Background: an optimization exercise with open tools, aiming at small area. Do not read the settings as production practice. RTL that was checked went through simulation tests only; none was proved equivalent to the original.

// rio
module rio #(
    parameter int TIMEOUT   = 2700000,
    parameter int PULSE_LEN = 108,
    parameter int DIR_DELAY = 18,
    parameter int ACC_BITS  = 24
) (
    input  logic                sysclk,
    input  logic                arst_n,
    input  rio_pkg::reg_addr_t           awaddr,
    input  logic                awvalid,
    output logic                awready,
    input  rio_pkg::reg_word_t           wdata,
    input  logic [3:0]          wstrb,
    input  logic                wvalid,
    output logic                wready,
    output logic [1:0]          bresp,
    output logic                bvalid,
    input  logic                bready,
    input  rio_pkg::reg_addr_t           araddr,
    input  logic                arvalid,
    output logic                arready,
    output rio_pkg::reg_word_t           rdata,
    output logic [1:0]          rresp,
    output logic                rvalid,
    input  logic                rready,
    output logic [motion_pkg::NUM_AXES-1:0] step,
    output logic [motion_pkg::NUM_AXES-1:0] dir,
    output logic [motion_pkg::NUM_AXES-1:0] en,
    input  logic [motion_pkg::NUM_AXES-1:0] home,
    output logic                out_bit,
    output logic                timeout
);
Size: about 1800 cells after synthesis, ~480 flip-flops, ~0.022 mm^2 of cells after synthesis.
==> module stepgen, before the edit <==
module stepgen #(
    parameter int PULSE_LEN = 108,
    parameter int DIR_DELAY = 18,
    parameter int ACC_BITS  = 24
) (
    input  logic      sysclk,
    input  logic      arst_n,
    input  motion_pkg::vcode_t velocity,
    input  logic      enable,
    input  logic      vel_ok,
    output logic      step,
    output logic      dir,
    output logic      en,
    output motion_pkg::position_t position
);
    localparam int TMR_MAX  = (PULSE_LEN > DIR_DELAY) ? PULSE_LEN : DIR_DELAY;
    localparam int TMR_BITS = $clog2(TMR_MAX + 1);
    localparam bit USE_LFSR = (PULSE_LEN == 108) && (DIR_DELAY == 18);
    localparam logic [TMR_BITS-1:0] TMR_PULSE = USE_LFSR ? TMR_BITS'(7'h3d) : TMR_BITS'(PULSE_LEN - 1);
    localparam logic [TMR_BITS-1:0] TMR_DIR   = USE_LFSR ? TMR_BITS'(7'h23) : TMR_BITS'(DIR_DELAY - 1);
    localparam int NB = 3;
    localparam int BW = ACC_BITS / NB;
    motion_pkg::dir_state_e          state;
    motion_pkg::dir_state_e          state_n;
    logic [TMR_BITS-1:0] timer;
    logic [TMR_BITS-1:0] timer_n;
    logic [TMR_BITS-1:0] tmr_step;
    logic                tmr_done;
    logic [ACC_BITS-1:0] acc;
    logic [ACC_BITS-1:0] acc_n;
    logic [NB-1:1]       lag;
    logic [NB-1:0]       blk_c;
    logic [NB:0]         q1;
    logic [NB:0]         q2;
    logic [ACC_BITS-1:0] mag;
    logic                ovf;
    logic                vel_neg;
    logic                step_req;
    logic                pending;
    logic                pending_n;
    logic                dir_n;
    logic                launch;
    logic                start_pulse;
    logic                gate;
    logic [31:0]         pos_t;
    motion_pkg::position_t pos_n;
    assign gate     = enable & vel_ok;
    assign vel_neg  = velocity[motion_pkg::VC_NEG];
    assign mag      = ~velocity[ACC_BITS-1:0] & {ACC_BITS{gate}};
    logic [ACC_BITS:0] cc;
    always_comb begin
        for (int j = 0; j < NB; j++) begin
            cc[BW*j] = (j == 0) ? 1'b0 : lag[j];
            for (int i = BW*j; i < BW*j+BW; i++) begin
                acc_n[i] = acc[i] ^ mag[i] ^ cc[i];
                cc[i+1]  = (acc[i] & mag[i]) | (cc[i] & (acc[i] ^ mag[i]));
            end
            blk_c[j] = cc[BW*j+BW];
        end
        cc[ACC_BITS] = blk_c[NB-1];
    end
    logic [NB-1:0] all1;
    logic [NB-1:0] all1b;
    always_comb begin
        q1[0] = 1'b0;
        q2[0] = 1'b0;
        for (int j = 0; j < NB; j++) begin
            all1[j]  = &acc_n[BW*j +: BW];
            all1b[j] = &acc_n[BW*j+1 +: BW-1];
            q1[j+1] = blk_c[j] | (all1[j] & q1[j]) | (all1b[j] & q2[j]);
            q2[j+1] = blk_c[j] & ((all1[j] & q1[j]) | (all1b[j] & q2[j]));
        end
    end
    logic kc;
    logic kc_n;
    assign kc_n = (all1[NB-1] & q1[NB-1]) | (all1b[NB-1] & q2[NB-1]);
    assign ovf  = kc ? q2[NB] : q1[NB];
    assign step_req = ovf | (gate & velocity[motion_pkg::VC_BIG]);
    logic [31:0] pos_up;
    logic [31:0] pos_dn;
    always_comb begin
        pos_up[0] = start_pulse & ~dir;
        pos_dn[0] = start_pulse & dir;
        for (int i = 1; i < 32; i++) begin
            pos_up[i] = pos_up[i-1] & position[i-1];
            pos_dn[i] = pos_dn[i-1] & ~position[i-1];
        end
        pos_t = pos_up | pos_dn;
        pos_n = position ^ pos_t;
    end
    assign step = (state == motion_pkg::PULSE);
    assign tmr_done = (timer == '0);
    assign tmr_step = USE_LFSR ? {timer[TMR_BITS-2:0], ~(timer[TMR_BITS-1] ^ timer[TMR_BITS-2])}
                               : timer - 1'b1;
    always_comb begin
        state_n     = state;
        timer_n     = tmr_step;    
        pending_n   = pending;
        dir_n       = dir;
        launch      = 1'b0;
        start_pulse = 1'b0;
        case (state)
            motion_pkg::IDLE: launch = step_req;
            motion_pkg::DIR_SETUP: begin
                pending_n = pending | step_req;
                if (!tmr_done) begin
                    timer_n = tmr_step;
                end else if (enable) begin
                    start_pulse = 1'b1;
                end else begin
                    state_n = motion_pkg::IDLE;
                end
            end
            motion_pkg::PULSE: begin
                pending_n = pending | step_req;
                if (!tmr_done) begin
                    timer_n = tmr_step;
                end else begin
                    state_n = motion_pkg::SPACE;
                    timer_n = TMR_PULSE;
                end
            end
            motion_pkg::SPACE: begin
                if (!tmr_done) begin
                    pending_n = pending | step_req;
                    timer_n   = tmr_step;
                end else begin
                    launch    = enable & (pending | step_req);
                    pending_n = pending & step_req;
                    state_n   = motion_pkg::IDLE;
                end
            end
            default: state_n = motion_pkg::IDLE;
        endcase
        if (launch) begin
            if (vel_neg != dir) begin
                dir_n   = vel_neg;
                state_n = motion_pkg::DIR_SETUP;
                timer_n = TMR_DIR;
            end else begin
                start_pulse = 1'b1;
            end
        end
        if (start_pulse) begin
            state_n = motion_pkg::PULSE;
            timer_n = TMR_PULSE;
        end
        if (!enable) begin
            pending_n = 1'b0;
        end
    end
    always_ff @(posedge sysclk or negedge arst_n) begin
        if (!arst_n) begin
            state    <= motion_pkg::IDLE;
            pending  <= 1'b0;
            dir      <= 1'b0;
            en       <= 1'b0;
            acc      <= '0;
            lag      <= '0;
            kc       <= 1'b0;
            position <= '0;
        end else begin
            state   <= state_n;
            pending <= pending_n;
            dir     <= dir_n;
            en      <= enable;
            acc     <= acc_n;
            lag     <= blk_c[NB-2:0];
            kc      <= kc_n;
            position <= pos_n;
        end
    end
    always_ff @(posedge sysclk) begin
        timer <= timer_n;
    end
endmodule
==> flow/config.mk <==
export PLATFORM = sky130hd
export DESIGN_NAME = rio
export DESIGN_NICKNAME = rio
export VERILOG_FILES = /design/flow/design.v
export SDC_FILE = /design/flow/constraint.sdc
export NUM_CORES = 4
export LEC_CHECK = 0
export CAP_MARGIN = 20
export CORE_MARGIN = 2
export CORE_UTILIZATION = 60
export CTS_BUF_LIST = sky130_fd_sc_hd__clkbuf_8
export CTS_CLUSTER_DIAMETER = 60
export CTS_CLUSTER_SIZE = 16
export SLEW_MARGIN = 20
==> flow/constraint.sdc <==
create_clock -name core_clock -period 8.0 [get_ports {sysclk}]
set_input_delay 1.6000 -clock core_clock [delete_from_list [all_inputs] [get_ports {sysclk}]]
set_output_delay 1.6000 -clock core_clock [all_outputs]
set_load 0.01 [all_outputs]
standard.sh (not shown) runs the stock make flow with config.mk's settings and CLKGATE_MAP_FILE= SYNTH_SCRIPT=/design/flow/synth_recipe.tcl, a recipe that flattens the netlist after the stock synthesis.
==> flow/flow/run.sh <==
#!/bin/bash
# Layout flow: the standard ORFS flow (standard.sh), with
#  - the port buffers made of the smallest buffer cell,
#  - the combinational logic re-mapped for area by OpenROAD's restructure
#    after floorplanning (flops untouched), using a copy of the library
#    without the platform's don't-use cells,
#  - clock tree synthesis without dummy loads (the same options as the
#    standard flow otherwise, from config.mk),

# Each tool's output goes to a log file of its own in this folder.
set -o pipefail
W=$(pwd)
LIB=$FLOW_HOME/platforms/sky130hd/lib/sky130_fd_sc_hd__tt_025C_1v80.lib
mkdir -p $W/rmp
python3 $W/flow/filter_lib.py $LIB $W/rmp/area.lib > filter_lib.log 2>&1
cat > $W/post_floorplan.tcl <<EOT
restructure -target area -liberty_file $W/rmp/area.lib -tielo_port sky130_fd_sc_hd__conb_1/LO -tiehi_port sky130_fd_sc_hd__conb_1/HI -work_dir $W/rmp -abc_logfile $W/rmp_abc.log
EOT
export BUFFER_PORTS_ARGS="-buffer_cell sky130_fd_sc_hd__buf_1"
export POST_FLOORPLAN_TCL=$W/post_floorplan.tcl
export CTS_ARGS="-sink_clustering_enable -repair_clock_nets -sink_clustering_size 16 -sink_clustering_max_diameter 60 -buf_list sky130_fd_sc_hd__clkbuf_8 -dont_use_dummy_load"
bash standard.sh finish > standard.log 2>&1
==> flow/flow/filter_lib.py <==
# Copy a liberty file, leaving out the cells the platform marks don't-use
# (lpflow_* and probe*), so that restructure's ABC run cannot pick them.
import re, sys
src, dst = sys.argv[1], sys.argv[2]
text = open(src).read()
out = []
pos = 0
drop = re.compile(r'sky130_fd_sc_hd__(lpflow_|probe)')
n = 0
for m in re.finditer(r'\n\s*cell\s*\(\s*"?([A-Za-z0-9_]+)"?\s*\)\s*\{', text):
    if m.start() < pos:
        continue
    name = m.group(1)
    # find the end of this cell block by brace matching
    i = m.end(); depth = 1
    while depth:
        c = text[i]
        if c == '{': depth += 1
        elif c == '}': depth -= 1
        i += 1
    if drop.match(name):
        out.append(text[pos:m.start()])
        pos = i
        n += 1
out.append(text[pos:])
open(dst, 'w').write(''.join(out))
print("dropped", n, "cells")
==> next run, changes <==
--- a/flow/design.v
+++ b/flow/design.v
@@ -273,10 +273,12 @@
     logic [TMR_BITS-1:0] timer;
     logic [TMR_BITS-1:0] timer_n;
     logic [TMR_BITS-1:0] tmr_step;
     logic                tmr_done;
     logic [ACC_BITS-1:0] acc;
+    logic [ACC_BITS-1:0] nacc;       
+    motion_pkg::position_t npos;     
     logic [ACC_BITS-1:0] acc_n;
     logic [NB-1:1]       lag;
     logic [NB-1:0]       blk_c;
     logic [NB:0]         q1;
     logic [NB:0]         q2;
@@ -290,10 +292,12 @@
     logic                launch;
     logic                start_pulse;
     logic                gate;
     logic [31:0]         pos_t;
     motion_pkg::position_t pos_n;
+    assign acc      = ~nacc;
+    assign position = ~npos;
     assign gate     = enable & vel_ok;
     assign vel_neg  = velocity[motion_pkg::VC_NEG];
     assign mag      = ~velocity[ACC_BITS-1:0] & {ACC_BITS{gate}};
     logic [ACC_BITS:0] cc;
     always_comb begin
@@ -317,34 +321,38 @@
             all1b[j] = &acc_n[BW*j+1 +: BW-1];
             q1[j+1] = blk_c[j] | (all1[j] & q1[j]) | (all1b[j] & q2[j]);
             q2[j+1] = blk_c[j] & ((all1[j] & q1[j]) | (all1b[j] & q2[j]));
         end
     end
-    logic kc;
-    logic kc_n;
-    assign kc_n = (all1[NB-1] & q1[NB-1]) | (all1b[NB-1] & q2[NB-1]);
-    assign ovf  = kc ? q2[NB] : q1[NB];
+    logic [NB:0]   kc;
+    always_comb begin
+        kc[0] = 1'b0;
+        for (int j = 0; j < NB; j++) begin
+            if (j == 0) begin
+                kc[j+1] = 1'b0;
+            end else begin
+                kc[j+1] = (&acc[BW*j +: BW] & (lag[j] | kc[j])) |
+                          (&acc[BW*j+1 +: BW-1] & lag[j] & kc[j]);
+            end
+        end
+        ovf = kc[NB] ? q2[NB] : q1[NB];
+    end
     assign step_req = ovf | (gate & velocity[motion_pkg::VC_BIG]);
-    logic [31:0] pos_up;
-    logic [31:0] pos_dn;
     always_comb begin
-        pos_up[0] = start_pulse & ~dir;
-        pos_dn[0] = start_pulse & dir;
+        pos_t[0] = start_pulse;
         for (int i = 1; i < 32; i++) begin
-            pos_up[i] = pos_up[i-1] & position[i-1];
-            pos_dn[i] = pos_dn[i-1] & ~position[i-1];
+            pos_t[i] = pos_t[i-1] & (position[i-1] ^ dir);
         end
-        pos_t = pos_up | pos_dn;
         pos_n = position ^ pos_t;
     end
     assign step = (state == motion_pkg::PULSE);
     assign tmr_done = (timer == '0);
     assign tmr_step = USE_LFSR ? {timer[TMR_BITS-2:0], ~(timer[TMR_BITS-1] ^ timer[TMR_BITS-2])}
                                : timer - 1'b1;
     always_comb begin
         state_n     = state;
-        timer_n     = tmr_step;    
+        timer_n     = timer;
         pending_n   = pending;
         dir_n       = dir;
         launch      = 1'b0;
         start_pulse = 1'b0;
         case (state)
@@ -401,23 +409,21 @@
         if (!arst_n) begin
             state    <= motion_pkg::IDLE;
             pending  <= 1'b0;
             dir      <= 1'b0;
             en       <= 1'b0;
-            acc      <= '0;
+            nacc     <= '1;
             lag      <= '0;
-            kc       <= 1'b0;
-            position <= '0;
+            npos     <= '1;
         end else begin
             state   <= state_n;
             pending <= pending_n;
             dir     <= dir_n;
             en      <= enable;
-            acc     <= acc_n;
+            nacc    <= ~acc_n;
             lag     <= blk_c[NB-2:0];
-            kc      <= kc_n;
-            position <= pos_n;
+            npos     <= ~pos_n;
         end
     end
     always_ff @(posedge sysclk) begin
         timer <= timer_n;
     end
Effect: Cell area went up by 0.99%; routed wire length went up by 8.9%; synthesized cell count went up by 3.2%; worst hold slack gains 0.0040 ns; clock skew went up by 0.020 ns.
No functional check of the RTL was part of the second run of this note.

## port drivers added, routing unchanged
The results above use ideal ports. As a check the final layouts listed here were re-extracted and re-timed, cells and wires unchanged. Step 1, drivers: a clkbuf_16 drives sysclk and a buf_2 each remaining input, both assumed. Step 2 times the ports against the registers' clock, not the clock port: input delays grow and output delays shrink by t, the midpoint of the rising clock arrivals with the driver on. Slacks: ideal ports / drivers / drivers and shift; pairs: ideal ports / drivers.
run	t (ns)	setup WS [ns]	worst setup path after step 2	latest minus earliest clock arrival (ns)	worst slew at a driven data input, ns
the first run	0.631	0.796 / 0.796 / 0.796	register to register	0.033 / 0.033	0.09
the second run	0.633	0.809 / 0.809 / 0.809	register to register	0.053 / 0.053	0.04
After both steps every run listed still meets setup and hold.
